This design comes from an exercise in tuning for small area, a short achievable clock period and few clock cycles on the open sky130 flow, not from production work. RTL that was checked went through simulation tests only; none was proved equivalent to the original. For runs 4 to 6, only the layout was checked, not whether the RTL still works. Power and IR drop assume default switching activity.

==> design/flow/design.v <==
module lif_update_unit #(
  parameter int unsigned LANES      = 16,
  parameter int unsigned DW         = 32,
  parameter int unsigned AW         = 5,
  parameter int unsigned LEAK_SHIFT = 4
) (
  input  logic                clk,
  input  logic                rst,
  input  logic                start,
  input  logic [AW-1:0]       base_addr,
  input  logic [LANES*DW-1:0] cur_in,
  input  logic [LANES*DW-1:0] vol_in,
  input  logic [DW-1:0]       vt_in,
  input  logic                stall,
  output logic                busy,
  output logic                done,
  output logic                wb_we,
  output logic [AW-1:0]       wb_wa,
  output logic [DW-1:0]       wb_wd,
  output logic [LANES-1:0]    spike_out,
  output logic [4:0]          spike_cnt
);
  localparam int unsigned LW = $clog2(LANES);
  logic [LANES*DW-1:0] snap_v, snap_c;
  logic [DW-1:0]       vt_r;
  logic [AW-1:0]       base_r;
  logic                pend;           
  logic [LW-1:0]       ptr;            
  logic                val1, first1, last1;
  logic [DW-1:0]       v1, c1, t1;
  logic                val2, first2, last2, fire2;
  logic [DW:0]         s2;
  logic                full, last_o;
  localparam int unsigned XW = DW + 2;
  logic [XW-1:0] xa, xb, xc, xt, sum1, car1, sum2, car2, s_x, d_x;
  logic          fire1;
  always_comb begin
    xa = {{2{v1[DW-1]}}, v1};
    xb = ~{{(2+LEAK_SHIFT){v1[DW-1]}}, v1[DW-1:LEAK_SHIFT]};
    xc = {{2{c1[DW-1]}}, c1};
    xt = ~{{2{t1[DW-1]}}, t1};
    sum1 = xa ^ xb ^ xc;
    car1 = {((xa & xb) | (xa & xc) | (xb & xc)), 1'b1} ;
    s_x  = sum1 + car1;
    sum2 = sum1 ^ car1 ^ xt;
    car2 = {((sum1 & car1) | (sum1 & xt) | (car1 & xt)), 1'b1};
    d_x  = sum2 + car2;
    fire1 = ~d_x[XW-1] | (t1 == {1'b1, {(DW-1){1'b0}}});
  end
  logic [DW-1:0] wd2;
  logic          negovf;
  always_comb begin
    negovf = s2[DW] & ~s2[DW-1];
    wd2 = fire2 ? '0 : (negovf ? {1'b1, {(DW-1){1'b0}}} : s2[DW-1:0]);
  end
  logic adv, rd, acc;
  logic pend_n, full_n, we_n, last_o_n;
  logic [LW-1:0] ptr_n;
  always_comb begin
    acc    = start & ~busy;
    adv    = ~full | wb_we;
    rd     = adv & pend;
    pend_n = acc ? 1'b1 : ((rd && ptr == LW'(LANES-1)) ? 1'b0 : pend);
    ptr_n  = acc ? '0 : (rd ? ptr + 1'b1 : ptr);
    full_n = adv ? val2 : full;
    last_o_n = (adv && val2) ? last2 : last_o;
    we_n   = full_n & ~stall;
  end
  always_ff @(posedge clk) begin
    if (~busy) begin
      snap_v <= vol_in;
      snap_c <= cur_in;
      vt_r   <= vt_in;
      base_r <= base_addr;
    end
    if (adv) begin
      v1 <= snap_v[DW*ptr +: DW];
      c1 <= snap_c[DW*ptr +: DW];
      t1 <= vt_r;
      first1 <= (ptr == '0);
      last1  <= (ptr == LW'(LANES-1));
      s2 <= s_x[DW:0];
      fire2  <= fire1;
      first2 <= first1;
      last2  <= last1;
      if (val2) begin
        wb_wd <= wd2;
        wb_wa <= first2 ? base_r : wb_wa + 1'b1;
      end
    end
    last_o <= last_o_n;
    ptr    <= ptr_n;
  end
  always_ff @(posedge clk) begin
    if (rst) begin
      pend      <= 1'b0;
      val1      <= 1'b0;
      val2      <= 1'b0;
      full      <= 1'b0;
      wb_we     <= 1'b0;
      done      <= 1'b0;
      busy      <= 1'b0;
      spike_out <= '0;
      spike_cnt <= '0;
    end else begin
      pend  <= pend_n;
      if (adv) begin
        val1 <= pend;
        val2 <= val1;
        if (val2) begin
          spike_out <= {fire2, spike_out[LANES-1:1]};
          spike_cnt <= (first2 ? 5'd0 : spike_cnt) + {4'd0, fire2};
        end
      end
      full  <= full_n;
      wb_we <= we_n;
      done  <= we_n & last_o_n;
      busy  <= pend_n & ~(ptr_n == LW'(LANES-1) & (~full_n | we_n));
    end
  end
endmodule
==> design/flow/flow/run.sh <==
#!/bin/bash
# Standard ORFS layout with smaller input-port buffers and a tighter internal
# repair target (the SDC is the standard flow's own, unchanged).
set -euo pipefail
export BUFFER_PORTS_ARGS="-buffer_cell sky130_fd_sc_hd__buf_1"
export SETUP_SLACK_MARGIN=6.7
export ABC_CLOCK_PERIOD_IN_PS=3300
bash standard.sh > flow_standard.log 2>&1
==> design/flow/standard.sh <==
#!/bin/bash
# synth_recipe.tcl (not shown) runs the flow's synth.tcl, then flattens the netlist and writes it again
# the make line also repeats each setting of config.mk as NAME=value (left out here)
make -C /OpenROAD-flow-scripts/flow DESIGN_CONFIG=/design/flow/config.mk WORK_HOME=/design/flow/orfs CLKGATE_MAP_FILE= SYNTH_SCRIPT=/design/flow/synth_recipe.tcl "${@:-finish}"
==> design/flow/config.mk <==
export PLATFORM = sky130hd
export DESIGN_NAME = lif_update_unit
export DESIGN_NICKNAME = lif_update_unit
export VERILOG_FILES = /design/flow/design.v
export SDC_FILE = /design/flow/constraint.sdc
export NUM_CORES = 4
export LEC_CHECK = 0
export CAP_MARGIN = 20
export CORE_MARGIN = 2
export CORE_UTILIZATION = 40
export SLEW_MARGIN = 20
==> design/flow/constraint.sdc <==
create_clock -name core_clock -period 10.0 [get_ports {clk}]
set_input_delay 2.0000 -clock core_clock [delete_from_list [all_inputs] [get_ports {clk}]]
set_output_delay 2.0000 -clock core_clock [all_outputs]
set_load 0.01 [all_outputs]
==> impl_metrics.json, run 1 <==
{
  "detailedPlacementHpwl_um": 128500,
  "yosysSeqAreaShare": 0.7443,
  "synth_edf_count": 1232,
  "critical_path.max_stage_delay_ns": 0.52,
  "die_area_um2": 129300,
  "final_hold_viol_count": 0,
  "worst_hold_startpoint": "vt_r[13]$_DFFE_PN_",
  "worstHoldPathCells": 0,
  "reg2reg_from": "v1[6]$_DFFE_PN_",
  "cts_sinks": 1265,
  "drt-total-wl_um": 168500,
  "synth_top_cells_by_area": "edfxtp_1, mux4_2, fa_1",
  "worst_r2r_endpoint": "fire2$_DFFE_PN_",
  "globalRouteMet2Util": 0.4031,
  "wire_length_of_the_first_global_routing_pass_um": 227200,
  "drcViolationCount": 0,
  "final_cells": 5441,
  "peakVddDrop_uv": 172.7,
  "synth_seq_cells": 1265,
  "setup_tns_ns": 0,
  "grt_use_met1": 0.3485,
  "crit_arrival_ns": 4.00,
  "numPlacedInstances": 5126,
  "routedWlPerCell_um": 30.97,
  "netlist_area_um2": 50590,
  "yosys.cell_types.count": 58,
  "critPathRequiredTime_ns": 10.50,
  "antenna_left": 0,
  "worst-slew-pin-transition_ns": 1.111,
  "grt_overflow_total": 0,
  "asyncSetResetFlopFracSynth": 0,
  "nets": 4840,
  "grt_setup_unrepaired": "yes",
  "grt_most_used_layer": "met2",
  "fillerInstances": 10610,
  "routed-via-count": 28900,
  "setup_violations": 0,
  "cts.clk_slew.worst_paths_ns": 0.06,
  "syn-mean-instance-area_um2": 20.94,
  "cpMaxStageDelayCell": "fa_1",
  "cts_max_level": 4,
  "syn_to_final_growth_pct": 22.48,
  "initial_utilization": 0.4029,
  "fp-row-count": 130,
  "synth_top_cell_area_share": 0.7312,
  "crit_path_end_kind": "flop",
  "powerDensity_nw_per_um2": 268.5,
  "ys_top_cells_by_count": "edfxtp_1, mux4_2, inv_1",
  "ys.warnings.count": 1,
  "fp.dieW_um": 359.7,
  "portBuffers": 1125,
  "finalWeightedCongestion": 0.9318,
  "grt_start_max_net_pins": 191,
  "cts_hold_buffers": 0,
  "detail_route.iter0.violations": 3368,
  "drt_first_pass_iters": 5,
  "synth_top_area_cell": "edfxtp_1",
  "root_buffer": "clkbuf_16",
  "dieHeight_um": 359.7,
  "ctsLongestPathBuffers": 3,
  "synth_cells": 2416,
  "timing.final.crit_share": 0.3505,
  "critPathKind": "flop to flop",
  "critPathMaxFanout": 2,
  "number_of_antenna_violations_at_the_first_check_in_global_routing": 103,
  "power.leakage_uw": 0.02144,
  "worst_slew_margin_rel": 0.2595,
  "worstRegToRegCells": 12,
  "grt.total_usage": 0.2584,
  "hold_class": "flop to flop",
  "global_route_met3_usage": 0.08078,
  "worstSkewPairLatency_ns": 0.77,
  "reg2reg_setup_slack_ns": 6.50,
  "run_status": "complete, no violations",
  "first_global_vias": 28920,
  "num_io_pins": 1126,
  "numCtsBuffers": 138,
  "routed_via_density": 5.312,
  "fin_worst_skew_ns": 0.01982,
  "post_route_cells_drive_above_1_share": 0.1872,
  "placeableCoreArea_um2": 125600,
  "drv.max_cap_violation_count": 0,
  "cp_num_buf_inv": 1,
  "crit_path_cell_trace": "fa_1 > fa_1 > inv_1 > ha_1 > a21o_1 > a211o_1 > a21o_1 > a221oi_2 > o31ai_2 > a31oi_1 > xnor2_1 > o21ai_1",
  "most_used_dff_post_synth": "edfxtp_1",
  "max_freq_mhz": 285.3,
  "setup.worst_path.start_class": "flop",
  "tritoncts": "built",
  "critical-path-top-delay-family": "compound AO/OA/AOI/OAI gates",
  "drv_slew": 0,
  "most_numerous_cell_in_the_yosys_netlist": "edfxtp_1",
  "synth_nets": 3615,
  "min_delay_worst_endpoint": "t1[13]$_DFFE_PN_",
  "post-route-min-period_ns": 3.505
}
==> power breakdown <==
part	internal, uW	switching (uW)	leakage (uW)
combinational	2110	2650	0.00647
sequential	6620	256	0.0128
clock	2860	2140	0.00216
==> per-stage QoR <==
step	hold WS [ns]	total power, uW	cell area [um^2]	setup WS [ns]	utilization
after floorplan	0.4003	10170	50600	-6.706	-
after global placement	0.4032	11390	56770	6.300	0.4521
after detailed placement	0.4045	11390	56770	6.271	0.4521
after CTS	0.4068	16530	61580	6.475	0.4904
after global routing	0.4238	17520	61940	6.321	0.4932
final	0.4122	16640	61970	6.495	0.4935
==> flip-flops by register name, summed over array words and instances, names as in the netlist, 4 cells and up <==
name / cells
base_r: 5
v1: 32
wb_wd: 32
wb_wa: 5
snap_c: 512
snap_v: 512
s2: 33
ptr: 4
c1: 32
spike_cnt: 5
t1: 32
vt_r: 32
spike_out: 16
==> placed cells by master (no fill, tap or decap), types with 28 or more instances in the layout <==
master     synthesis  layout
edfxtp_1        1232    1232
buf_1              8    1067
mux4_2           320     320
inv_1            190     182
clkbuf_16          0     143
nand2_1           80      80
fa_1              64      63
a21oi_1           67      61
ha_1              70      57
buf_4             12      40
diode_2            0      36
and2_1            35      35
clkbuf_1          45      30
nor2_1            29      28
clkinv_1           0      28
==> area by class of cell <==
type	instances	area, um^2	area share
sequential	1265	37700	0.6084
clock buffer	175	3719	0.06001
tap	1650	2064	0.03331
antenna	36	90.09	0.001454
clock inverter	79	716.9	0.01157
timing repair buffer	1175	4925	0.07947
inverter	190	721.9	0.01165
multi-input combinational	871	12030	0.1941
==> worst max-delay path by stage <==
stage,from,end,slack [ns],cells past startpoint
2_1_floorplan,busy$_SDFF_PP0_,base_r[0]$_DFFE_PN_,-6.71,1
3_3_place_gp,v1[7]$_DFFE_PN_,fire2$_DFFE_PN_,6.30,12
3_5_place_dp,v1[7]$_DFFE_PN_,fire2$_DFFE_PN_,6.27,12
4_1_cts,v1[3]$_DFFE_PN_,fire2$_DFFE_PN_,6.47,13
5_1_grt,v1[2]$_DFFE_PN_,fire2$_DFFE_PN_,6.32,13
6_report,v1[6]$_DFFE_PN_,fire2$_DFFE_PN_,6.50,12
==> worst register-to-register path: stages (launching register included) <==
cell and delay, ns:
edfxtp_1 0.43, fa_1 0.49, fa_1 0.52, inv_1 0.05, ha_1 0.28, a21o_1 0.16, a211o_1 0.30, a21o_1 0.17
a221oi_2 0.28, o31ai_2 0.12, a31oi_1 0.20, xnor2_1 0.14, o21ai_1 0.10
==> kinds of logic after synthesis <==
group,count (synthesis),share of synthesized area
adder cells (fa/ha/maj),134,0.04263
buffers and inverters,280,0.02253
flip-flops,1265,0.7443
multiplexers,321,0.1427
AO/OA/AOI/OAI,166,0.02082
AND/OR/NAND/NOR,215,0.02102
XOR/XNOR,35,0.006059
==> metal layers <==
| metal | wire, um | vias to the layer above |
|---|---|---|
| li1 | - | 12230 |
| met1 | 67060 | 14940 |
| met2 | 80310 | 1433 |
| met3 | 16600 | 258 |
| met4 | 4296 | 42 |
| met5 | 259 | - |
==> repair_timing <==
item                       in CTS  in global routing
pin swaps                      16                 22
buffers inserted               14                  9
gates cloned                    2                  0
gates resized for setup        85                 66
setup endpoints to repair      98                140
Testbench counts, summed over its fixed seeds: cycles 19,232.
==> run 2: changes to the inputs <==
==> design/flow/flow/run.sh (replaced) <==
#!/bin/bash
# Standard ORFS layout with smaller input-port buffers and a tighter internal
# repair target (the SDC is the standard flow's own, unchanged).
set -euo pipefail
export BUFFER_PORTS_ARGS="-buffer_cell sky130_fd_sc_hd__buf_1"
export ABC_CLOCK_PERIOD_IN_PS=3300
bash standard.sh > flow_standard.log 2>&1
==> impl_metrics.json, run 2 <==
{
  "run_status": "complete, no violations",
  "synth_top_cell_area_share": 0.7312,
  "synth_seq_cells": 1265,
  "clkPwrFrac": 0.307,
  "cts_max_level": 4,
  "peakVddDrop_uv": 173.2,
  "final_hold_viol_count": 0,
  "ys.warnings.count": 1,
  "grt_use_met1": 0.3454,
  "cts_setup_buffers": 0,
  "crit_arrival_ns": 4.28,
  "crit_path_cell_trace": "fa_1 > inv_1 > fa_1 > ha_1 > and4b_1 > a211o_1 > a21o_1 > a221oi_1 > o31ai_1 > a31oi_1 > xnor2_1 > o21ai_1",
  "most_used_dff_post_synth": "edfxtp_1",
  "critical_path.max_stage_delay_ns": 0.59,
  "synth_edf_count": 1232,
  "synth_nets": 3615,
  "utilization_after_layout": 0.4881,
  "worstSkewPairLatency_ns": 0.77,
  "drv_slew": 0,
  "yosysSeqAreaShare": 0.7443,
  "initial_utilization": 0.4029,
  "cts_sinks": 1265,
  "max_freq_mhz": 264.4,
  "critPathMaxFanout": 2,
  "first_global_vias": 28820,
  "number_of_antenna_violations_at_the_first_check_in_global_routing": 101,
  "wire_length_of_the_first_global_routing_pass_um": 226000,
  "grt_start_max_net_pins": 191,
  "cts_resized": 0,
  "critPathRequiredTime_ns": 10.50,
  "global_route_met3_usage": 0.08112,
  "worst_slew_margin_rel": 0.2850,
  "worst-slew-pin-transition_ns": 1.072,
  "mostFrequentLayoutCell": "edfxtp_1",
  "dieHeight_um": 359.7,
  "setup.worst_path.start_class": "flop",
  "p_comb_frac": 0.271,
  "critPathKind": "flop to flop",
  "detail_route.iter0.violations": 3369,
  "ys_top_cells_by_count": "edfxtp_1, mux4_2, inv_1",
  "synth_cells": 2416,
  "grt.total_usage": 0.2568,
  "drv.max_cap_violation_count": 0,
  "cpMaxStageDelayCell": "fa_1",
  "crit_path_end_kind": "flop",
  "drt-total-wl_um": 167000,
  "pwr-share-seq": 0.422,
  "routed_via_density": 5.306,
  "placed_cell_area_um2": 56770,
  "critical-path-top-delay-family": "adder cells",
  "fp-row-count": 130,
  "yosys.cell_types.count": 58,
  "detailedPlacementHpwl_um": 128500,
  "internal_power_uw": 11400,
  "routed-via-count": 28740,
  "placeableCoreArea_um2": 125600,
  "timing.final.crit_share": 0.3783,
  "netSwitchingFraction": 0.3001,
  "die_area_um2": 129300,
  "grt_most_used_layer": "met2",
  "syn_to_final_growth_pct": 21.15,
  "num_io_pins": 1126,
  "tritoncts": "built",
  "portBuffers": 1125,
  "antenna_left": 0,
  "fin_worst_skew_ns": 0.02082,
  "largestRegisters": "snap_c (512), snap_v (512), s2 (33)",
  "synth_top_cells_by_area": "edfxtp_1, mux4_2, fa_1",
  "postLayoutCellArea_um2": 61300,
  "numCtsBuffers": 138,
  "asyncSetResetFlopFracSynth": 0,
  "grt_overflow_total": 0,
  "syn-mean-instance-area_um2": 20.94,
  "post_route_cells_drive_above_1_share": 0.1499,
  "synth_top_area_cell": "edfxtp_1",
  "root_buffer": "clkbuf_16",
  "ctsLongestPathBuffers": 3,
  "p_sw_uw": 4886,
  "routedWlPerCell_um": 30.82,
  "netlist_area_um2": 50590,
  "fp.dieW_um": 359.7,
  "most_numerous_cell_in_the_yosys_netlist": "edfxtp_1",
  "post-route-min-period_ns": 3.783,
  "cts.clk_slew.worst_paths_ns": 0.07,
  "drcViolationCount": 0,
  "finalWeightedCongestion": 0.9318,
  "cts_hold_buffers": 0,
  "power.leakage_uw": 0.02104,
  "powerDensity_nw_per_um2": 265.6,
  "cp_num_buf_inv": 1,
  "hold_class": "flop to flop",
  "fillerInstances": 10660,
  "layout_common_cells": "edfxtp_1, buf_1, mux4_2",
  "nets": 4815,
  "setup_violations": 0,
  "globalRouteMet2Util": 0.4019,
  "timing.critical_path.mode_cell": "fa_1",
  "drt_first_pass_iters": 6,
  "grt_setup_unrepaired": "no"
}
-- run 2: cell types whose count changed in the layout (fill, tap and decap cells not counted), moves of 6 or more --
cell      before   now
buf_1       1067  1125
buf_2         24     0
buf_4         40    17
dfxtp_1        6    28
clkbuf_2      21     0
dfxtp_2       22     1
buf_6         13     0
ha_1          57    70
ha_2           8     0
a21oi_1       61    67
-- run 2: power groups by stage --
stage	clock network (uW)	logic [uW]	registers (uW)
6_report	5000	4410	6880
5_1_grt	5320	4920	6920
4_1_cts	5110	4440	6880
3_5_place_dp	0	4410	6980
3_3_place_gp	0	4420	6970
2_1_floorplan	0	3130	7040
-- run 2: layout make-up --
class / instances / area (um^2) / share of cell area
Sequential cell: 1265 / 37670 / 0.6146
Multi-Input combinational cell: 871 / 11800 / 0.1925
Timing Repair Buffer: 1150 / 4511 / 0.07359
Clock buffer: 175 / 3719 / 0.06067
Tap cell: 1650 / 2064 / 0.03368
Inverter: 190 / 721.9 / 0.01178
Clock inverter: 79 / 716.9 / 0.01170
Antenna cell: 37 / 92.59 / 0.001511
-- run 2: stage by stage --
| step | total power, uW | TNS [ns] | instances | hold WS (ns) | setup slack (ns) |
|---|---|---|---|---|---|
| 2_1_floorplan | 10170 | -7114.84 | 2416 | 0.4003 | -6.706 |
| 3_3_place_gp | 11390 | 0 | 5126 | 0.4032 | 6.300 |
| 3_5_place_dp | 11390 | 0 | 5126 | 0.4045 | 6.271 |
| 4_1_cts | 16430 | 0 | 5380 | 0.4068 | 6.237 |
| 5_1_grt | 17170 | 0 | 5402 | 0.4238 | 6.059 |
| 6_report | 16280 | 0 | 5417 | 0.4112 | 6.217 |
-- run 2: worst paths after layout --
kind,start,endpoint,slack [ns],cells past startpoint
min reg2reg,vt_r[13]$_DFFE_PN_,t1[13]$_DFFE_PN_,0.41,0
max reg2reg,v1[5]$_DFFE_PN_,fire2$_DFFE_PN_,6.22,12
min,vt_r[13]$_DFFE_PN_,t1[13]$_DFFE_PN_,0.41,0
max,v1[5]$_DFFE_PN_,fire2$_DFFE_PN_,6.22,12
-- run 2: cells by family (layout without fill, tap and decap cells) --
family                     count (synthesis)  count (layout)  share of synthesized area
buffers and inverters                    280            1594                    0.02253
other                                      0              37                          0
xor gates and xnor gates                  35              35                   0.006059
DFF                                     1265            1265                     0.7443
AOI/OAI and AO/OA                        166             166                    0.02082
muxes                                    321             321                     0.1427
adders and majority gates                134             134                    0.04263
and+or+nand+nor                          215             215                    0.02102
-- run 2: routing by layer --
layer,vias up,share of wire
met5,-,0.0016
met4,42,0.026
met3,264,0.10
met2,1426,0.48
met1,14830,0.40
li1,12180,-
-- run 2: worst reg2reg max path: cells and delay by family, from the launching register on --
kind	cells	cell delay (ns)
adders and majority gates	3	1.33
AOI/OAI and AO/OA	6	1.31
DFF	1	0.42
and+or+nand+nor	1	0.21
xor gates and xnor gates	1	0.14
buffers and inverters	1	0.09
==> run 3: changes to the inputs <==
==> design/flow/run.sh (new file) <==
#!/bin/bash
# synth_recipe.tcl (not shown) runs the flow's synth.tcl, then flattens the netlist and writes it again
# the make line also repeats each setting of config.mk as NAME=value (left out here)
make -C /OpenROAD-flow-scripts/flow DESIGN_CONFIG=/design/flow/config.mk WORK_HOME=/design/flow/orfs CLKGATE_MAP_FILE= SYNTH_SCRIPT=/design/flow/synth_recipe.tcl finish
removed: design/flow/flow/run.sh
removed: design/flow/standard.sh
==> impl_metrics.json, run 3 <==
{
  "most_numerous_cell_in_the_yosys_netlist": "edfxtp_1",
  "first_global_vias": 29010,
  "hold_class": "flop to flop",
  "cts_max_level": 4,
  "ys_top_cells_by_count": "edfxtp_1, mux4_2, inv_1",
  "placeableCoreArea_um2": 125600,
  "main_combinational_cell_family_by_area_after_synthesis": "multiplexers",
  "antenna_left": 0,
  "drcViolationCount": 0,
  "drv_slew": 0,
  "synth.mux.area_fraction": 0.1427,
  "fillerInstances": 9883,
  "number_of_antenna_violations_at_the_first_check_in_global_routing": 101,
  "numCtsBuffers": 139,
  "crit_arrival_ns": 4.35,
  "setup.worst_path.start_class": "flop",
  "grt.total_usage": 0.2743,
  "synth-compound-area-share": 0.02082,
  "hold_ws_ns": 0.4189,
  "grt_overflow_total": 0,
  "routed_via_density": 5.306,
  "routed-via-count": 28750,
  "root_buffer": "clkbuf_16",
  "yosys.area_share.simple": 0.02102,
  "portBuffers": 1125,
  "fp.dieW_um": 359.7,
  "critPathRequiredTime_ns": 10.53,
  "grt_setup_unrepaired": "no",
  "cts_resized": 0,
  "yosysSeqAreaShare": 0.7443,
  "worst_slew_margin_rel": 0.1974,
  "mostFrequentLayoutCell": "edfxtp_1",
  "cts_hold_buffers": 0,
  "drt-total-wl_um": 177900,
  "synth-xor-area-share": 0.006059,
  "reg2reg_from": "v1[6]$_DFFE_PN_",
  "crit_path_end_kind": "flop",
  "fp-row-count": 130,
  "syn_to_final_growth_pct": 34.76,
  "yosys.cell_types.count": 58,
  "powerDensity_nw_per_um2": 241.9,
  "setup_violations": 0,
  "synth_top_area_cell": "edfxtp_1",
  "fin_worst_skew_ns": 0.03061,
  "most_used_dff_post_synth": "edfxtp_1",
  "nets": 4819,
  "worstSkewPairLatency_ns": 0.79,
  "min_delay_worst_endpoint": "first2$_DFFE_PN_",
  "initial_utilization": 0.4029,
  "synthAdderAreaFrac": 0.04263,
  "cts_sinks": 1265,
  "dieHeight_um": 359.7,
  "asyncSetResetFlopFracSynth": 0,
  "num_io_pins": 1126,
  "routedWlPerCell_um": 32.83,
  "worst_r2r_endpoint": "fire2$_DFFE_PN_",
  "tritoncts": "built",
  "peakVddDrop_uv": 178.6,
  "worst_hold_startpoint": "first1$_DFFE_PN_",
  "synth_nets": 3615,
  "synth_top_cells_by_area": "edfxtp_1, mux4_2, fa_1",
  "cts_setup_buffers": 0,
  "synth_cells": 2416,
  "largestRegisters": "snap_c (512), snap_v (512), s2 (33)",
  "power.leakage_uw": 0.02404,
  "finalWeightedCongestion": 0.9068,
  "synth_seq_cells": 1265,
  "reg2reg_setup_slack_ns": 6.18,
  "critPathMaxFanout": 2,
  "synth_edf_count": 1232,
  "layout_common_cells": "edfxtp_1, clkdlybuf4s50_1, mux4_2",
  "post-route-min-period_ns": 3.821,
  "ctsLongestPathBuffers": 3,
  "worstRegToRegCells": 12,
  "run_status": "complete, no violations",
  "syn-mean-instance-area_um2": 20.94,
  "ys.warnings.count": 1,
  "critPathKind": "flop to flop",
  "netlist_area_um2": 50590,
  "drt_first_pass_iters": 5,
  "final_hold_viol_count": 0,
  "synth_top_cell_area_share": 0.7312,
  "worst-slew-pin-transition_ns": 1.204,
  "max_freq_mhz": 261.7,
  "detailedPlacementHpwl_um": 137900,
  "cts.clk_slew.worst_paths_ns": 0.06,
  "grt_start_max_net_pins": 192,
  "drv.max_cap_violation_count": 0,
  "worstHoldPathCells": 0,
  "wire_length_of_the_first_global_routing_pass_um": 239500,
  "post-layout-total-power_uw": 16490,
  "timing.final.crit_share": 0.3821,
  "die_area_um2": 129300,
  "detail_route.iter0.violations": 3431,
  "post_route_cells_drive_above_1_share": 0.1473
}
## run 3: changes by cell type in the layout (fill, tap and decap cells not counted), sizes merged
cell | previous run | this run
clkbuf | 175 | 178
clkinvlp | 6 | 3
buf | 1150 | 28
clkinv | 58 | 53
diode | 37 | 42
bufinv | 8 | 6
clkdlybuf4s50 | 0 | 1125
## run 3: layer usage
| metal | wire, um | share of wire | up-vias | track usage |
|---|---|---|---|---|
| met5 | 349 | 0.0020 | - | 0 |
| met4 | 3893 | 0.022 | 52 | 0.06780 |
| met3 | 16750 | 0.094 | 276 | 0.07819 |
| met2 | 86650 | 0.49 | 1348 | 0.4442 |
| met1 | 70220 | 0.39 | 14880 | 0.3667 |
| li1 | - | - | 12190 | - |
## run 3: final cells by class
class                           instances  area, um^2  area share
Tap cell                             1650        2064     0.03028
Timing Repair Buffer                 1153       11560      0.1696
Inverter                              190       723.2     0.01061
Multi-Input combinational cell        871       11800      0.1730
Clock inverter                         69       580.6    0.008515
Clock buffer                          178        3677     0.05393
Sequential cell                      1265       37670      0.5525
Antenna cell                           42       105.1    0.001541
## run 3: worst max-delay path, stage by stage (launching register included)
cell and delay (ns):
edfxtp_1 0.55, fa_1 0.59, fa_1 0.53, inv_1 0.05, ha_1 0.28, and4b_1 0.19, a211o_1 0.26, a21o_1 0.18
a221oi_1 0.31, o31ai_1 0.17, a31oi_1 0.22, xnor2_1 0.15, o21ai_1 0.09
## run 3: worst max path at each step
stage               slack [ns]  cells after the start            start                  end
detailed placement        6.07                      4   ptr[0]$_DFF_P_     v1[23]$_DFFE_PN_
finish                    6.18                     12  v1[6]$_DFFE_PN_      fire2$_DFFE_PN_
global route              5.89                      4   ptr[0]$_DFF_P_     c1[25]$_DFFE_PN_
floorplan                -6.71                      1  busy$_SDFF_PP0_  base_r[0]$_DFFE_PN_
CTS                       6.04                      4   ptr[0]$_DFF_P_     c1[25]$_DFFE_PN_
global placement          6.10                     12  v1[6]$_DFFE_PN_      fire2$_DFFE_PN_
## run 3: cells by family after synthesis
family / Yosys count
compound gates: 166
buf+inv: 280
mux: 321
simple gates: 215
flops: 1265
xor+xnor: 35
fa+ha+maj: 134
## run 3: metrics by stage
| stage | util | instance area, um^2 | worst slack [ns] | TNS (ns) | cells |
|---|---|---|---|---|---|
| after floorplan | - | 50600 | -6.706 | -7114.84 | 2416 |
| after global routing | 0.5425 | 68120 | 5.891 | 0 | 5394 |
| after detailed placement | 0.5078 | 63770 | 6.066 | 0 | 5127 |
| after CTS | 0.5417 | 68030 | 6.044 | 0 | 5374 |
| after global placement | 0.5078 | 63760 | 6.098 | 0 | 5127 |
| final | 0.5430 | 68180 | 6.179 | 0 | 5418 |
## run 3: power by group
part	switching [uW]	total, uW	internal, uW
Combinational	2480	4650	2180
Sequential	330	6950	6620
Clock	2120	4890	2760
Total	4930	16500	11600
==> run 4: changes to the inputs <==
==> design/flow/design.v (replaced) <==
module lif_update_unit #(
  parameter int unsigned LANES      = 16,
  parameter int unsigned DW         = 32,
  parameter int unsigned AW         = 5,
  parameter int unsigned LEAK_SHIFT = 4
) (
  input  logic                clk,
  input  logic                rst,
  input  logic                start,
  input  logic [AW-1:0]       base_addr,
  input  logic [LANES*DW-1:0] cur_in,
  input  logic [LANES*DW-1:0] vol_in,
  input  logic [DW-1:0]       vt_in,
  input  logic                stall,
  output logic                busy,
  output logic                done,
  output logic                wb_we,
  output logic [AW-1:0]       wb_wa,
  output logic [DW-1:0]       wb_wd,
  output logic [LANES-1:0]    spike_out,
  output logic [4:0]          spike_cnt
);
  logic [LANES*DW-1:0] snap_v, snap_c;
  logic [DW-1:0]       vt_r;
  logic [AW-1:0]       base_r;
  logic                pend;           
  logic [LANES-1:0]    sel;            
  logic                val1, first1, last1, tmin1;
  logic [DW-1:0]       vl1, c1;
  logic [DW:0]         ct1;
  logic                full, last_o;
  logic [DW-1:0] v_s, c_s, vl_s;
  logic [DW:0]   ct_s;
  always_comb begin
    v_s = '0;
    c_s = '0;
    for (int i = 0; i < LANES; i++) begin
      v_s = v_s | ({DW{sel[i]}} & snap_v[DW*i +: DW]);
      c_s = c_s | ({DW{sel[i]}} & snap_c[DW*i +: DW]);
    end
    vl_s = v_s - {{LEAK_SHIFT{v_s[DW-1]}}, v_s[DW-1:LEAK_SHIFT]};
    ct_s = {c_s[DW-1], c_s} - {vt_r[DW-1], vt_r};
  end
  logic [DW:0]   s_x;
  logic [DW+1:0] d_x;
  logic          fire1, negovf;
  logic [DW-1:0] wd1;
  always_comb begin
    s_x = {vl1[DW-1], vl1} + {c1[DW-1], c1};
    d_x = {{2{vl1[DW-1]}}, vl1} + {ct1[DW], ct1};
    fire1  = ~d_x[DW+1] | tmin1;
    negovf = s_x[DW] & ~s_x[DW-1];
    wd1 = fire1 ? '0 : (negovf ? {1'b1, {(DW-1){1'b0}}} : s_x[DW-1:0]);
  end
  logic adv, rd, acc;
  logic pend_n, full_n, we_n, last_o_n;
  logic [LANES-1:0] sel_n;
  always_comb begin
    acc    = start & ~busy;
    adv    = ~full | wb_we;
    rd     = adv & pend;
    pend_n = acc ? 1'b1 : ((rd && sel[LANES-1]) ? 1'b0 : pend);
    sel_n  = acc ? LANES'(1) : (rd ? {sel[LANES-2:0], sel[LANES-1]} : sel);
    full_n = adv ? val1 : full;
    last_o_n = (adv && val1) ? last1 : last_o;
    we_n   = full_n & ~stall;
  end
  always_ff @(posedge clk) begin
    if (~busy) begin
      snap_v <= vol_in;
      snap_c <= cur_in;
      vt_r   <= vt_in;
      base_r <= base_addr;
    end
    if (adv) begin
      vl1    <= vl_s;
      c1     <= c_s;
      ct1    <= ct_s;
      tmin1  <= (vt_r == {1'b1, {(DW-1){1'b0}}});
      first1 <= sel[0];
      last1  <= sel[LANES-1];
      if (val1) begin
        wb_wd <= wd1;
        wb_wa <= first1 ? base_r : wb_wa + 1'b1;
      end
    end
    last_o <= last_o_n;
    sel    <= sel_n;
  end
  always_ff @(posedge clk) begin
    if (rst) begin
      pend      <= 1'b0;
      val1      <= 1'b0;
      full      <= 1'b0;
      wb_we     <= 1'b0;
      done      <= 1'b0;
      busy      <= 1'b0;
      spike_out <= '0;
      spike_cnt <= '0;
    end else begin
      pend <= pend_n;
      if (adv) begin
        val1 <= pend;
        if (val1) begin
          spike_out <= {fire1, spike_out[LANES-1:1]};
          spike_cnt <= (first1 ? 5'd0 : spike_cnt) + {4'd0, fire1};
        end
      end
      full  <= full_n;
      wb_we <= we_n;
      done  <= we_n & last_o_n;
      busy  <= pend_n & ~(sel_n[LANES-1] & (~full_n | we_n));
    end
  end
endmodule
==> design/flow/flow/run.sh (new file) <==
#!/bin/bash
# Standard ORFS layout with smaller input-port buffers and a tighter internal
# repair target (the SDC is the standard flow's own, unchanged).
set -euo pipefail
export BUFFER_PORTS_ARGS="-buffer_cell sky130_fd_sc_hd__buf_1"
export SETUP_SLACK_MARGIN=6.8
export ABC_CLOCK_PERIOD_IN_PS=3300
bash standard.sh > flow_standard.log 2>&1
==> design/flow/standard.sh (new file) <==
#!/bin/bash
# synth_recipe.tcl (not shown) runs the flow's synth.tcl, then flattens the netlist and writes it again
# the make line also repeats each setting of config.mk as NAME=value (left out here)
make -C /OpenROAD-flow-scripts/flow DESIGN_CONFIG=/design/flow/config.mk WORK_HOME=/design/flow/orfs CLKGATE_MAP_FILE= SYNTH_SCRIPT=/design/flow/synth_recipe.tcl "${@:-finish}"
removed: design/flow/run.sh
==> impl_metrics.json, run 4 <==
{
  "crit_path_cell_trace": "buf_12 > buf_16 > a22oi_2 > nand2_1 > or4_4 > ha_4 > a21oi_2 > a21boi_2 > nor2_2 > o211a_1 > o32ai_4 > o221a_4 > a31o_4 > o41ai_2",
  "grt.total_usage": 0.3420,
  "detail_route.iter0.violations": 5975,
  "peakVddDrop_uv": 207.6,
  "routedWlPerCell_um": 35.60,
  "finalWeightedCongestion": 1.031,
  "placed_cell_area_um2": 55300,
  "postLayoutCellArea_um2": 66040,
  "portBuffers": 1125,
  "critPathRequiredTime_ns": 10.59,
  "grt_overflow_total": 0,
  "yosysSeqAreaShare": 0.7497,
  "yosys.cell_types.count": 74,
  "hold_class": "flop to flop",
  "critical_path.max_stage_delay_ns": 0.60,
  "ys_top_cells_by_count": "edfxtp_1, a22oi_1, nand2_1",
  "post-route-min-period_ns": 3.858,
  "synth_cells": 3047,
  "detailedPlacementHpwl_um": 154800,
  "first_global_vias": 35260,
  "drv_slew": 0,
  "critPathKind": "flop to flop",
  "cts_hold_buffers": 0,
  "synth_top_cells_by_area": "edfxtp_1, a22oi_1, ha_1",
  "cts.clk_slew.worst_paths_ns": 0.06,
  "synth_edf_count": 1198,
  "ctsLongestPathBuffers": 3,
  "fp-row-count": 128,
  "synth_seq_cells": 1242,
  "final_hold_viol_count": 0,
  "asyncSetResetFlopFracSynth": 0,
  "cts_max_level": 4,
  "grt_start_max_net_pins": 186,
  "wire_length_of_the_first_global_routing_pass_um": 290400,
  "most_used_dff_post_synth": "edfxtp_1",
  "fillerInstances": 10100,
  "placeableCoreArea_um2": 121900,
  "numPlacedInstances": 5698,
  "die_area_um2": 125700,
  "powerDensity_nw_per_um2": 252.3,
  "drv.max_cap_violation_count": 0,
  "synth_top_area_cell": "edfxtp_1",
  "final_cells": 6291,
  "crit_path_end_kind": "flop",
  "routed_via_density": 5.967,
  "worstRegToRegCells": 14,
  "worst-slew-pin-transition_ns": 1.122,
  "synth_top_cell_area_share": 0.7317,
  "drt-total-wl_um": 224000,
  "max_freq_mhz": 259.2,
  "ys.warnings.count": 1,
  "netlist_area_um2": 49160,
  "worstSkewPairLatency_ns": 0.79,
  "syn-mean-instance-area_um2": 16.14,
  "dieHeight_um": 354.6,
  "antenna_left": 0,
  "drt_first_pass_iters": 6,
  "fp.dieW_um": 354.6,
  "critPathMaxFanout": 15,
  "numCtsBuffers": 137,
  "timing.final.crit_share": 0.3858,
  "largestRegisters": "snap_c (512), snap_v (512), ct1 (33)",
  "fin_worst_skew_ns": 0.05526,
  "num_io_pins": 1126,
  "utilization_after_layout": 0.5419,
  "run_status": "complete, no violations",
  "setup.worst_path.start_class": "flop",
  "worst_slew_margin_rel": 0.2519,
  "syn_to_final_growth_pct": 34.34,
  "setup_violations": 0,
  "initial_utilization": 0.4034,
  "tritoncts": "built",
  "drcViolationCount": 0,
  "grt_setup_unrepaired": "yes",
  "mostFrequentLayoutCell": "edfxtp_1",
  "routed-via-count": 37540,
  "crit_arrival_ns": 4.45,
  "post_route_cells_drive_above_1_share": 0.2089,
  "cts_sinks": 1242,
  "synth_nets": 4245,
  "nets": 5679,
  "cpMaxStageDelayCell": "or4_4",
  "most_numerous_cell_in_the_yosys_netlist": "edfxtp_1",
  "setup_tns_ns": 0,
  "power.leakage_uw": 0.02356,
  "worstHoldPathCells": 2,
  "layout_common_cells": "edfxtp_1, buf_1, a22oi_1",
  "number_of_antenna_violations_at_the_first_check_in_global_routing": 128,
  "root_buffer": "clkbuf_16"
}
[run 4: cell types whose count changed after synthesis, sizes merged, moves of 60 or more]
cell,previous run,this run
a22oi,1,225
ha,70,130
mux4,320,0
nand2,80,180
clkbuf,45,112
inv,190,99
fa,64,3
a221oi,4,151
a22o,0,145
[run 4: path summary, 6_finish.rpt]
path / startpoint / endpoint / slack (ns)
worst max-delay path: sel[1]$_SDFFE_PP0P_ / vl1[31]$_DFFE_PN_ / 6.14
worst min-delay path: last_o$_DFF_P_ / last_o$_DFF_P_ / 0.44
worst max register to register: sel[1]$_SDFFE_PP0P_ / vl1[31]$_DFFE_PN_ / 6.14
worst min register to register: last_o$_DFF_P_ / last_o$_DFF_P_ / 0.44
[run 4: cell families after synthesis]
| logic type | Yosys count | synth area share |
|---|---|---|
| compound gates | 864 | 0.1321 |
| xor+xnor | 70 | 0.01247 |
| fa+ha+maj | 133 | 0.03431 |
| buf+inv | 240 | 0.01896 |
| flops | 1242 | 0.7496 |
| mux | 4 | 0.0008653 |
| simple gates | 494 | 0.05164 |
[run 4: cell type report]
cell class / instances / area [um^2] / share of cell area
Antenna cell: 80 / 200.2 / 0.003031
Timing Repair Buffer: 1436 / 8289 / 0.1255
Tap cell: 1625 / 2033 / 0.03079
Clock buffer: 175 / 3686 / 0.05581
Clock inverter: 69 / 685.7 / 0.01038
Multi-Input combinational cell: 1565 / 13810 / 0.2092
Sequential cell: 1242 / 36950 / 0.5595
Inverter: 99 / 385.4 / 0.005835
[run 4: worst max-delay path: cells and delay by family, from the launching register on]
family                     cells  cell delay [ns]
adders and majority gates      1             0.30
and+or+nand+nor                3             0.84
AOI/OAI and AO/OA              8             1.78
buffers and inverters          2             0.31
DFF                            1             0.41
[run 4: per-layer routing]
layer,up-vias,GRT usage,part of all wire
li1,15350,-,-
met1,18700,0.4486,0.37
met2,2851,0.5314,0.46
met3,580,0.09604,0.12
met4,52,0.1512,0.052
met5,-,0,0.0015
[run 4: where the power goes]
group          switching [uW]  internal, uW  total (uW)
Combinational            2610          2150        4760
Clock                    2180          2830        5010
Sequential                383          6510        6890
Total                    5170         11500       16700
[run 4: per-stage QoR]
step	power, uW	worst slack [ns]	hold WS (ns)
3_5_place_dp	10100	4.875	0.4314
3_3_place_gp	10100	4.877	0.4268
6_report	16660	6.142	0.4387
4_1_cts	16220	6.226	0.4454
2_1_floorplan	9080	-6.706	0.4110
5_1_grt	17280	6.093	0.4655
[run 4: timing repair]
| action | 4_1_cts | 5_1_grt |
|---|---|---|
| pin swaps | 149 | 120 |
| endpoints found under the setup margin | 407 | 415 |
| gates cloned | 19 | 5 |
| setup buffers | 191 | 54 |
| gates resized for setup | 472 | 261 |
==> run 5: changes to the inputs <==
--- a/design/flow/config.mk
+++ b/design/flow/config.mk
@@ -7,5 +7,5 @@
 export LEC_CHECK = 0
 export CAP_MARGIN = 20
 export CORE_MARGIN = 2
-export CORE_UTILIZATION = 40
+export CORE_UTILIZATION = 65
 export SLEW_MARGIN = 20
==> impl_metrics.json, run 5 <==
{
  "synth_top_area_cell": "edfxtp_1",
  "main_combinational_cell_family_by_area_after_synthesis": "compound AO/OA/AOI/OAI gates",
  "yosysSeqAreaShare": 0.7497,
  "synth_cells": 3047,
  "dieHeight_um": 279.0,
  "fp-row-count": 100,
  "initial_utilization": 0.6582,
  "most_used_dff_post_synth": "edfxtp_1",
  "syn-mean-instance-area_um2": 16.14,
  "synth.mux.area_fraction": 0.0008653,
  "asyncSetResetFlopFracSynth": 0,
  "netlist_area_um2": 49160,
  "run_status": "did not finish",
  "tool.error": "[ERROR PPL-0024] Number of IO pins (1126) exceeds maximum number of available positions (1004). Increase the die perimeter from 1116.08um to 1531.36um.",
  "haltStage": "I/O pin placement (3_2_place_iop)",
  "synth_edf_count": 1198,
  "yosys.cell_types.count": 74,
  "synth_seq_cells": 1242,
  "ys_top_cells_by_count": "edfxtp_1, a22oi_1, nand2_1",
  "synth_top_cells_by_area": "edfxtp_1, a22oi_1, ha_1",
  "synthAdderAreaFrac": 0.03431,
  "synth-compound-area-share": 0.1321,
  "synth_nets": 4245,
  "ys.warnings.count": 1,
  "most_numerous_cell_in_the_yosys_netlist": "edfxtp_1",
  "fp.dieW_um": 279.0,
  "yosys.area_share.simple": 0.05164,
  "synth_top_cell_area_share": 0.7317,
  "synth-xor-area-share": 0.01247
}
==> run 5: cell counts after synthesis <==
Identical to the previous run, type by type.
==> run 5: kinds of logic after synthesis <==
logic type,count (synthesis)
simple gates,494
xor+xnor,70
mux,4
buf+inv,240
flops,1242
fa+ha+maj,133
compound gates,864
==> run 6: changes to the inputs <==
==> design/flow/flow/run.sh (replaced) <==
#!/bin/bash
# Standard ORFS layout with smaller input-port buffers, a smaller clock tree
# (no dummy loads, clkbuf_4/8) and a tighter internal repair target (the SDC
# is the standard flow's own, unchanged). Each tool's output is in orfs/logs; make's own
# output is in flow_standard.log.
set -euo pipefail
export BUFFER_PORTS_ARGS="-buffer_cell sky130_fd_sc_hd__buf_1"
export SETUP_SLACK_MARGIN=6.8
export ABC_CLOCK_PERIOD_IN_PS=3300
export CTS_ARGS="-sink_clustering_enable -repair_clock_nets -dont_use_dummy_load -root_buf sky130_fd_sc_hd__clkbuf_16 -buf_list {sky130_fd_sc_hd__clkbuf_4 sky130_fd_sc_hd__clkbuf_8}"
bash standard.sh > flow_standard.log 2>&1
--- a/design/flow/config.mk
+++ b/design/flow/config.mk
@@ -7,5 +7,5 @@
 export LEC_CHECK = 0
 export CAP_MARGIN = 20
 export CORE_MARGIN = 2
-export CORE_UTILIZATION = 65
+export CORE_UTILIZATION = 40
 export SLEW_MARGIN = 20
==> impl_metrics.json, run 6 <==
{
  "hold_ws_ns": 0.4385,
  "global_route_met3_usage": 0.1026,
  "setup_tns_ns": 0,
  "layout.area.seq_um2": 36950,
  "cpMaxStageDelayCell": "or3_4",
  "asyncSetResetFlopFracSynth": 0,
  "drcViolationCount": 0,
  "post_route_cells_drive_above_1_share": 0.2178,
  "routed-via-count": 37700,
  "ctsLongestPathBuffers": 3,
  "numCtsBuffers": 206,
  "synth-xor-area-share": 0.01247,
  "worst_slew_margin_rel": 0.2473,
  "timing.final.crit_share": 0.3894,
  "power.leakage_uw": 0.02300,
  "die_area_um2": 125700,
  "detailedPlacementHpwl_um": 154800,
  "cts_max_level": 4,
  "largestRegisters": "snap_c (512), snap_v (512), ct1 (33)",
  "synth_top_cell_area_share": 0.7317,
  "routedWlPerCell_um": 35.87,
  "crit_arrival_ns": 4.34,
  "timing.critical_path.from": "sel[3]$_SDFFE_PP0P_",
  "placeableCoreArea_um2": 121900,
  "drt_first_pass_iters": 8,
  "crit_path_end_kind": "flop",
  "yosys.cell_types.count": 74,
  "most_numerous_cell_in_the_yosys_netlist": "edfxtp_1",
  "first_global_vias": 35990,
  "max_freq_mhz": 256.8,
  "synth_seq_cells": 1242,
  "finalWeightedCongestion": 1.031,
  "drt-total-wl_um": 225700,
  "cts_sinks": 1242,
  "number_of_antenna_violations_at_the_first_check_in_global_routing": 145,
  "setup_violations": 0,
  "worst-slew-pin-transition_ns": 1.129,
  "ys.warnings.count": 1,
  "run_status": "complete, no violations",
  "hold_class": "flop to flop",
  "grt.total_usage": 0.3463,
  "globalRouteMet2Util": 0.5334,
  "grt_start_max_net_pins": 186,
  "crit_path_cell_trace": "buf_12 > buf_4 > a22oi_2 > nand4_1 > or3_4 > ha_1 > a21boi_2 > nor2_2 > o211a_1 > o32ai_4 > o221a_2 > a311o_1 > xor2_1",
  "critical_path.max_stage_delay_ns": 0.48,
  "synth_edf_count": 1198,
  "multi_input_area_um2": 13750,
  "nets": 5769,
  "powerDensity_nw_per_um2": 237.4,
  "root_buffer": "clkbuf_16",
  "worst_hold_startpoint": "last_o$_DFF_P_",
  "tritoncts": "built",
  "final_hold_viol_count": 0,
  "critPathKind": "flop to flop",
  "synth_nets": 4245,
  "synthAdderAreaFrac": 0.03431,
  "fp-row-count": 128,
  "grt_use_met1": 0.4464,
  "utilization_after_layout": 0.5320,
  "portBuffers": 1125,
  "synth_top_cells_by_area": "edfxtp_1, a22oi_1, ha_1",
  "placed_cell_area_um2": 55300,
  "final_critical_path_setup_slack_ns": 6.106,
  "dieHeight_um": 354.6,
  "postLayoutCellArea_um2": 64840,
  "yosys.area_share.simple": 0.05164,
  "critPathMaxFanout": 7,
  "antenna_left": 0,
  "main_combinational_cell_family_by_area_after_synthesis": "compound AO/OA/AOI/OAI gates",
  "critical-path-top-delay-family": "compound AO/OA/AOI/OAI gates",
  "grt_overflow_total": 0,
  "fillerInstances": 10220,
  "ys_top_cells_by_count": "edfxtp_1, a22oi_1, nand2_1",
  "post-route-min-period_ns": 3.894,
  "most_used_dff_post_synth": "edfxtp_1",
  "peakVddDrop_uv": 157.9,
  "mostFrequentLayoutCell": "edfxtp_1",
  "synth_cells": 3047,
  "worstSkewPairLatency_ns": 0.82,
  "drv_slew": 0,
  "grt_setup_unrepaired": "yes",
  "cts.clk_slew.worst_paths_ns": 0.05,
  "fp.dieW_um": 354.6,
  "drv.max_cap_violation_count": 0,
  "wire_length_of_the_first_global_routing_pass_um": 293900,
  "routed_via_density": 5.992,
  "layout_common_cells": "edfxtp_1, buf_1, clkbuf_8",
  "cts_hold_buffers": 0,
  "critPathRequiredTime_ns": 10.44,
  "grt_most_used_layer": "met2",
  "fin_worst_skew_ns": 0.1416,
  "detail_route.iter0.violations": 5888,
  "cp_num_buf_inv": 2,
  "synth_top_area_cell": "edfxtp_1",
  "synth.mux.area_fraction": 0.0008653,
  "num_io_pins": 1126,
  "yosysSeqAreaShare": 0.7497,
  "syn_to_final_growth_pct": 31.88,
  "synth-compound-area-share": 0.1321,
  "syn-mean-instance-area_um2": 16.14,
  "reg2reg_from": "sel[3]$_SDFFE_PP0P_",
  "netlist_area_um2": 49160,
  "setup.worst_path.start_class": "flop",
  "initial_utilization": 0.4034,
  "pre_cts_ws_ns": 4.875
}
run 6: cell counts after synthesis:
Identical to the previous run, type by type.
run 6: per-layer routing:
layer  part of all wire  up-vias  routed length, um
met2               0.46     2880             103100
met5             0.0025        -                557
met1               0.36    18740              82200
met3               0.12      610              27770
met4              0.053       54              12020
li1                   -    15420                  -
run 6: per-stage QoR:
step,total power (uW),cells
6_report,15390,6291
5_1_grt,16010,6261
4_1_cts,14940,6134
3_5_place_dp,10100,5698
3_3_place_gp,10100,5698
2_1_floorplan,9080,3047
run 6: kinds of logic (layout without fill, tap and decap cells):
family | count (synthesis) | count (layout)
flip-flops | 1242 | 1242
AO/OA/AOI/OAI | 864 | 864
buffers and inverters | 240 | 1762
XOR/XNOR | 70 | 70
AND/OR/NAND/NOR | 494 | 494
adder cells (fa/ha/maj) | 133 | 133
multiplexers | 4 | 4
other | 0 | 97
run 6: area by class of cell:
type | instances | area share
tap | 1625 | 0.03136
timing repair buffer | 1457 | 0.1329
inverter | 99 | 0.006098
clock buffer | 206 | 0.04390
sequential | 1242 | 0.5699
multi-input combinational | 1565 | 0.2121
antenna | 97 | 0.003744
run 6: worst paths after layout:
path	endpoint	slack, ns	depth (start not counted)
setup reg to reg	vl1[29]$_DFFE_PN_	6.11	13
hold reg to reg	last_o$_DFF_P_	0.44	2
hold / removal	last_o$_DFF_P_	0.44	2
setup / recovery	vl1[29]$_DFFE_PN_	6.11	13
run 6: worst reg2reg max path: cells and delay by family (launching register included):
kind	cells	cell delay [ns]
compound gates	6	1.45
xor+xnor	1	0.14
fa+ha+maj	1	0.41
buf+inv	2	0.33
flops	1	0.40
simple gates	3	0.91
run 6: report_power, final:
group,total (uW),switching [uW],internal (uW)
Clock,3710,1900,1810
Combinational,4800,2640,2160
Sequential,6890,372,6510
Total,15400,4910,10500
run 6: what timing repair did:
action	4_1_cts	5_1_grt
pin swaps	177	120
resized for setup	559	188
setup endpoints to repair	407	204
setup buffers	205	58
cloned	25	2
==> run 7: changes to the inputs <==
--- a/design/flow/design.v
+++ b/design/flow/design.v
@@ -25,12 +25,13 @@
   logic [AW-1:0]       base_r;
   logic                pend;           
   logic [LANES-1:0]    sel;            
-  logic                val1, first1, last1, tmin1;
-  logic [DW-1:0]       vl1, c1;
-  logic [DW:0]         ct1;
+  logic                val1, first1, last1;
+  logic [DW-1:0]       v1, c1, t1;
+  logic                val2, first2, last2, tmin2;
+  logic [DW-1:0]       vl2, c2;
+  logic [DW:0]         ct2;
   logic                full, last_o;
-  logic [DW-1:0] v_s, c_s, vl_s;
-  logic [DW:0]   ct_s;
+  logic [DW-1:0] v_s, c_s;
   always_comb begin
     v_s = '0;
     c_s = '0;
@@ -38,19 +39,23 @@
       v_s = v_s | ({DW{sel[i]}} & snap_v[DW*i +: DW]);
       c_s = c_s | ({DW{sel[i]}} & snap_c[DW*i +: DW]);
     end
-    vl_s = v_s - {{LEAK_SHIFT{v_s[DW-1]}}, v_s[DW-1:LEAK_SHIFT]};
-    ct_s = {c_s[DW-1], c_s} - {vt_r[DW-1], vt_r};
+  end
+  logic [DW-1:0] vl_1;
+  logic [DW:0]   ct_1;
+  always_comb begin
+    vl_1 = v1 - {{LEAK_SHIFT{v1[DW-1]}}, v1[DW-1:LEAK_SHIFT]};
+    ct_1 = {c1[DW-1], c1} - {t1[DW-1], t1};
   end
   logic [DW:0]   s_x;
   logic [DW+1:0] d_x;
-  logic          fire1, negovf;
-  logic [DW-1:0] wd1;
+  logic          fire2, negovf;
+  logic [DW-1:0] wd2;
   always_comb begin
-    s_x = {vl1[DW-1], vl1} + {c1[DW-1], c1};
-    d_x = {{2{vl1[DW-1]}}, vl1} + {ct1[DW], ct1};
-    fire1  = ~d_x[DW+1] | tmin1;
+    s_x = {vl2[DW-1], vl2} + {c2[DW-1], c2};
+    d_x = {{2{vl2[DW-1]}}, vl2} + {ct2[DW], ct2};
+    fire2  = ~d_x[DW+1] | tmin2;
     negovf = s_x[DW] & ~s_x[DW-1];
-    wd1 = fire1 ? '0 : (negovf ? {1'b1, {(DW-1){1'b0}}} : s_x[DW-1:0]);
+    wd2 = fire2 ? '0 : (negovf ? {1'b1, {(DW-1){1'b0}}} : s_x[DW-1:0]);
   end
   logic adv, rd, acc;
   logic pend_n, full_n, we_n, last_o_n;
@@ -61,8 +66,8 @@
     rd     = adv & pend;
     pend_n = acc ? 1'b1 : ((rd && sel[LANES-1]) ? 1'b0 : pend);
     sel_n  = acc ? LANES'(1) : (rd ? {sel[LANES-2:0], sel[LANES-1]} : sel);
-    full_n = adv ? val1 : full;
-    last_o_n = (adv && val1) ? last1 : last_o;
+    full_n = adv ? val2 : full;
+    last_o_n = (adv && val2) ? last2 : last_o;
     we_n   = full_n & ~stall;
   end
   always_ff @(posedge clk) begin
@@ -73,15 +78,20 @@
       base_r <= base_addr;
     end
     if (adv) begin
-      vl1    <= vl_s;
+      v1     <= v_s;
       c1     <= c_s;
-      ct1    <= ct_s;
-      tmin1  <= (vt_r == {1'b1, {(DW-1){1'b0}}});
+      t1     <= vt_r;
       first1 <= sel[0];
       last1  <= sel[LANES-1];
-      if (val1) begin
-        wb_wd <= wd1;
-        wb_wa <= first1 ? base_r : wb_wa + 1'b1;
+      vl2    <= vl_1;
+      c2     <= c1;
+      ct2    <= ct_1;
+      tmin2  <= (t1 == {1'b1, {(DW-1){1'b0}}});
+      first2 <= first1;
+      last2  <= last1;
+      if (val2) begin
+        wb_wd <= wd2;
+        wb_wa <= first2 ? base_r : wb_wa + 1'b1;
       end
     end
     last_o <= last_o_n;
@@ -91,6 +101,7 @@
     if (rst) begin
       pend      <= 1'b0;
       val1      <= 1'b0;
+      val2      <= 1'b0;
       full      <= 1'b0;
       wb_we     <= 1'b0;
       done      <= 1'b0;
@@ -101,9 +112,10 @@
       pend <= pend_n;
       if (adv) begin
         val1 <= pend;
-        if (val1) begin
-          spike_out <= {fire1, spike_out[LANES-1:1]};
-          spike_cnt <= (first1 ? 5'd0 : spike_cnt) + {4'd0, fire1};
+        val2 <= val1;
+        if (val2) begin
+          spike_out <= {fire2, spike_out[LANES-1:1]};
+          spike_cnt <= (first2 ? 5'd0 : spike_cnt) + {4'd0, fire2};
         end
       end
       full  <= full_n;
==> impl_metrics.json, run 7 <==
{
  "crit_arrival_ns": 1.34,
  "pre_cts_ws_ns": 6.127,
  "ctsLongestPathBuffers": 3,
  "cts_hold_buffers": 0,
  "asyncSetResetFlopFracSynth": 0,
  "synth.mux.area_fraction": 0.001009,
  "detail_route.iter0.violations": 4798,
  "synth_seq_cells": 1341,
  "fp-row-count": 132,
  "most_numerous_cell_in_the_yosys_netlist": "edfxtp_1",
  "drt-total-wl_um": 217700,
  "routedWlPerCell_um": 34.94,
  "hold_class": "flop to flop",
  "critPathMaxFanout": 2,
  "synth-xor-area-share": 0.01227,
  "cts_max_level": 4,
  "fin_worst_skew_ns": 0.1260,
  "post-route-min-period_ns": 3.343,
  "syn-mean-instance-area_um2": 16.80,
  "portBuffers": 1125,
  "synth_top_cells_by_area": "edfxtp_1, a221oi_1, a22o_1",
  "root_buffer": "clkbuf_16",
  "routed_via_density": 5.847,
  "synth_nets": 4298,
  "crit_path_end_kind": "primary output",
  "yosysSeqAreaShare": 0.7644,
  "critical_path.max_stage_delay_ns": 0.40,
  "synth_top_cell_area_share": 0.7471,
  "tritoncts": "built",
  "final_hold_viol_count": 0,
  "final_critical_path_setup_slack_ns": 6.657,
  "wire_length_of_the_first_global_routing_pass_um": 282000,
  "synth-compound-area-share": 0.1301,
  "largestRegisters": "snap_c (512), snap_v (512), ct2 (33)",
  "numPlacedInstances": 5871,
  "drv_slew": 0,
  "setup.worst_path.start_class": "flop",
  "multi_input_area_um2": 11550,
  "dieHeight_um": 364.9,
  "synth_edf_count": 1296,
  "grt_start_max_net_pins": 191,
  "layout_common_cells": "edfxtp_1, buf_1, a221oi_1",
  "ys_top_cells_by_count": "edfxtp_1, a221oi_1, a22o_1",
  "ys.warnings.count": 1,
  "cpMaxStageDelayCell": "edfxtp_1",
  "powerDensity_nw_per_um2": 235.4,
  "cts_sinks": 1341,
  "cts.clk_slew.worst_paths_ns": 0.06,
  "grt_overflow_total": 0,
  "synth_top_area_cell": "edfxtp_1",
  "timing.final.crit_share": 0.3343,
  "cp_num_buf_inv": 1,
  "worst_slew_margin_rel": 0.1374,
  "yosys.area_share.simple": 0.04160,
  "layout.area.seq_um2": 39920,
  "critical-path-top-delay-family": "flip-flops",
  "critPathRequiredTime_ns": 8.00,
  "synthAdderAreaFrac": 0.03238,
  "grt.total_usage": 0.3168,
  "die_area_um2": 133100,
  "post_route_cells_drive_above_1_share": 0.1071,
  "fillerInstances": 11370,
  "drv.max_cap_violation_count": 0,
  "nets": 5589,
  "main_combinational_cell_family_by_area_after_synthesis": "compound AO/OA/AOI/OAI gates",
  "run_status": "complete, no violations",
  "mostFrequentLayoutCell": "edfxtp_1",
  "peakVddDrop_uv": 166.0,
  "utilization_after_layout": 0.4842,
  "hold_ws_ns": 0.4048,
  "drt_first_pass_iters": 5,
  "antenna_left": 0,
  "syn_to_final_growth_pct": 20.21,
  "placeableCoreArea_um2": 129300,
  "worstSkewPairLatency_ns": 0.80,
  "detailedPlacementHpwl_um": 163600,
  "num_io_pins": 1126,
  "critPathKind": "flop to primary output",
  "grt_setup_unrepaired": "yes",
  "routed-via-count": 36420,
  "setup_violations": 0,
  "numCtsBuffers": 217,
  "number_of_antenna_violations_at_the_first_check_in_global_routing": 151,
  "post-layout-total-power_uw": 14740,
  "yosys.cell_types.count": 70,
  "finalWeightedCongestion": 0.9610,
  "drcViolationCount": 0,
  "fp.dieW_um": 364.9,
  "power.leakage_uw": 0.02179,
  "max_freq_mhz": 299.2,
  "crit_path_cell_trace": "clkbuf_2",
  "most_used_dff_post_synth": "edfxtp_1",
  "synth_cells": 3100,
  "final_cells": 6229,
  "netlist_area_um2": 52090,
  "worst-slew-pin-transition_ns": 1.294,
  "first_global_vias": 34190,
  "initial_utilization": 0.4028
}
run 7: cell types whose count changed after synthesis, sizes merged, moves of 10 or more:
cell	before	now
edfxtp	1198	1296
a221oi	151	261
a21o	51	40
nand4	66	87
nor3	44	26
nor2	65	105
buf	29	39
or3	23	4
a22o	145	256
nand2	180	133
a22oi	225	1
run 7: power by group:
part | internal (uW) | total, uW | switching [uW]
combinational | 1370 | 3410 | 2040
sequential | 7070 | 7430 | 366
clock | 1900 | 3900 | 1990
total | 10300 | 14700 | 4400
run 7: cells by family after synthesis:
kind of cell	count (synthesis)
flops	1341
compound gates	858
fa+ha+maj	133
buf+inv	243
mux	5
simple gates	447
xor+xnor	73
run 7: metal layers:
| metal | vias up | wire [um] | part of all wire | global-route usage |
|---|---|---|---|---|
| met5 | - | 498 | 0.0023 | 0 |
| met4 | 80 | 8485 | 0.039 | 0.1260 |
| met3 | 489 | 29750 | 0.14 | 0.1181 |
| met2 | 2364 | 95440 | 0.44 | 0.4631 |
| met1 | 18210 | 83500 | 0.38 | 0.4268 |
| li1 | 15280 | - | - | - |
run 7: area by class of cell:
class / count / area share
timing repair buffer: 1215 / 0.08497
antenna: 98 / 0.003917
clock buffer: 217 / 0.04788
inverter: 99 / 0.006474
tap: 1742 / 0.03481
sequential: 1341 / 0.6375
multi-input combinational: 1516 / 0.1844
timing repair inverter: 1 / 0.00007993
run 7: worst paths after layout:
kind	startpoint	end	slack [ns]	depth (start not counted)
hold / removal	vt_r[22]$_DFFE_PN_	t1[22]$_DFFE_PN_	0.40	0
hold reg to reg	vt_r[22]$_DFFE_PN_	t1[22]$_DFFE_PN_	0.40	0
setup / recovery	wb_wa[1]$_DFFE_PP_	wb_wa[1]	6.66	1
setup reg to reg	vl2[24]$_DFFE_PN_	spike_cnt[4]$_SDFFE_PP0P_	6.78	16
run 7: through the flow:
stage | instance area, um^2 | setup TNS (ns)
after floorplan | 52100 | -7114.84
after global placement | 58410 | 0
after detailed placement | 58420 | 0
after CTS | 62040 | 0
after global routing | 62470 | 0
final | 62620 | 0
run 7: repair_timing:
| item | CTS | global route |
|---|---|---|
| setup endpoints to repair | 468 | 401 |
| buffers inserted | 23 | 15 |
| pin swaps | 4 | 14 |
| gates resized for setup | 131 | 54 |
| gates cloned | 2 | 1 |
Testbench counts of run 7, summed over its fixed seeds: cycles 19,232.
==> run 8: changes to the inputs <==
==> design/flow/flow/run.sh (replaced) <==
#!/bin/bash
# Standard ORFS layout with smaller input-port buffers and a tighter internal
# repair target (the SDC is the standard flow's own, unchanged).
set -euo pipefail
export BUFFER_PORTS_ARGS="-buffer_cell sky130_fd_sc_hd__buf_1"
export SETUP_SLACK_MARGIN=6.8
export ABC_CLOCK_PERIOD_IN_PS=3300
bash standard.sh > flow_standard.log 2>&1
==> impl_metrics.json, run 8 <==
{
  "grt_overflow_total": 0,
  "largestRegisters": "snap_c (512), snap_v (512), ct2 (33)",
  "reg2reg_from": "vl2[2]$_DFFE_PN_",
  "grt_setup_unrepaired": "yes",
  "layout_common_cells": "edfxtp_1, buf_1, a221oi_1",
  "wire_length_of_the_first_global_routing_pass_um": 281000,
  "ys.warnings.count": 1,
  "dieHeight_um": 364.9,
  "syn_to_final_growth_pct": 23.57,
  "path_depth": 1,
  "crit_arrival_ns": 1.38,
  "yosysSeqAreaShare": 0.7644,
  "post_route_cells_drive_above_1_share": 0.1037,
  "numCtsBuffers": 144,
  "netlist_area_um2": 52090,
  "hold_class": "flop to flop",
  "placeableCoreArea_um2": 129300,
  "run_status": "complete, no violations",
  "synth_nets": 4298,
  "grt_start_max_net_pins": 191,
  "yosys.cell_types.count": 70,
  "crit_path_end_kind": "primary output",
  "fin_worst_skew_ns": 0.02710,
  "synth_top_area_cell": "edfxtp_1",
  "num_io_pins": 1126,
  "powerDensity_nw_per_um2": 254.2,
  "synth_seq_cells": 1341,
  "drv_slew": 0,
  "setup_violations": 0,
  "mostFrequentLayoutCell": "edfxtp_1",
  "cts_max_level": 4,
  "hold_ws_ns": 0.4119,
  "syn-mean-instance-area_um2": 16.80,
  "worstRegToRegCells": 16,
  "final_hold_viol_count": 0,
  "crit_end": "wb_wd[31]",
  "worstSkewPairLatency_ns": 0.79,
  "cts.clk_slew.worst_paths_ns": 0.06,
  "ctsLongestPathBuffers": 3,
  "antenna_left": 0,
  "root_buffer": "clkbuf_16",
  "setup.worst_path.start_class": "flop",
  "nets": 5518,
  "cts_sinks": 1341,
  "fp-row-count": 132,
  "power.leakage_uw": 0.02256,
  "asyncSetResetFlopFracSynth": 0,
  "ys_top_cells_by_count": "edfxtp_1, a221oi_1, a22o_1",
  "routed-via-count": 36420,
  "worst_r2r_endpoint": "spike_cnt[4]$_SDFFE_PP0P_",
  "most_used_dff_post_synth": "edfxtp_1",
  "critical-path-top-delay-family": "flip-flops",
  "portBuffers": 1125,
  "routedWlPerCell_um": 34.70,
  "initial_utilization": 0.4028,
  "synth_edf_count": 1296,
  "detailedPlacementHpwl_um": 163600,
  "timing.final.crit_share": 0.3376,
  "drt_first_pass_iters": 6,
  "synth_cells": 3100,
  "most_numerous_cell_in_the_yosys_netlist": "edfxtp_1",
  "synth_top_cells_by_area": "edfxtp_1, a221oi_1, a22o_1",
  "crit_path_cell_trace": "clkbuf_2",
  "critPathMaxFanout": 1,
  "critPathRequiredTime_ns": 8.00,
  "post-layout-total-power_uw": 16360,
  "drv.max_cap_violation_count": 0,
  "critPathKind": "flop to primary output",
  "worst_slew_margin_rel": 0.1795,
  "die_area_um2": 133100,
  "grt.total_usage": 0.3154
}
-- run 8: repair_timing --
action / 4_1_cts / 5_1_grt
pin swaps: 2 / 11
gates cloned: 1 / 3
setup endpoints to repair: 452 / 359
buffers inserted: 22 / 17
gates resized for setup: 126 / 50
hold buffers: 0 / 0
-- run 8: per-layer routing --
| metal | GRT usage | wire length (um) | vias up |
|---|---|---|---|
| met5 | 0 | 527 | - |
| met4 | 0.1124 | 7524 | 90 |
| met3 | 0.1103 | 29460 | 488 |
| met2 | 0.4643 | 96190 | 2316 |
| met1 | 0.4322 | 83840 | 18240 |
| li1 | - | - | 15290 |
-- run 8: final cells by class --
class | count | area (um^2)
Inverter | 99 | 405.4
Clock buffer | 180 | 3790
Antenna cell | 92 | 230.2
Timing Repair Buffer | 1217 | 5343
Sequential cell | 1341 | 39920
Clock inverter | 81 | 994.7
Multi-Input combinational cell | 1516 | 11500
Tap cell | 1742 | 2180
Timing Repair inverter | 1 | 5.005
Fill cell | 11110 | 64950
-- run 8: worst min path at each step --
| stage | startpoint | end | slack [ns] | depth (start not counted) |
|---|---|---|---|---|
| 2_1_floorplan | first1$_DFFE_PN_ | first2$_DFFE_PN_ | 0.40 | 0 |
| 6_report | vt_r[22]$_DFFE_PN_ | t1[22]$_DFFE_PN_ | 0.41 | 0 |
| 3_5_place_dp | vt_r[18]$_DFFE_PN_ | t1[18]$_DFFE_PN_ | 0.41 | 0 |
| 5_1_grt | vt_r[22]$_DFFE_PN_ | t1[22]$_DFFE_PN_ | 0.42 | 0 |
| 3_3_place_gp | first1$_DFFE_PN_ | first2$_DFFE_PN_ | 0.40 | 0 |
| 4_1_cts | vt_r[10]$_DFFE_PN_ | t1[10]$_DFFE_PN_ | 0.41 | 0 |
-- run 8: through the flow --
step	setup slack, ns	setup TNS, ns	utilization	cell area (um^2)	instances
finish	6.624	0	0.4977	64370	6269
global route	6.584	0	0.4965	64210	6207
CTS	6.553	0	0.4930	63750	6155
detailed placement	6.127	0	0.4517	58420	5871
global placement	5.963	0	0.4517	58410	5870
floorplan	-6.706	-7114.84	-	52100	3100
-- run 8: cell families (layout without fill, tap and decap cells) --
family	Yosys count	in the layout	share of synthesized area
DFF	1341	1341	0.7644
muxes	5	5	0.001009
adders and majority gates	133	133	0.03238
buffers and inverters	243	1578	0.01826
other	0	92	0
and+or+nand+nor	447	447	0.04160
AOI/OAI and AO/OA	858	858	0.1301
xor gates and xnor gates	73	73	0.01227
-- run 8: power by group --
group | internal (uW) | switching (uW) | total [uW] | leakage [uW]
clock | 3140 | 2330 | 5470 | 0.00233
combinational | 1400 | 2070 | 3460 | 0.00662
sequential | 7060 | 368 | 7430 | 0.0136

Re-timed with assumed drivers on the ports (clkbuf_16 on the clock, buf_2 on other inputs), run 8 has 6.542 ns of setup slack against 6.624 ns with ideal ports, and 6.748 ns once port delays also move by the mid clock arrival of 0.856 ns.
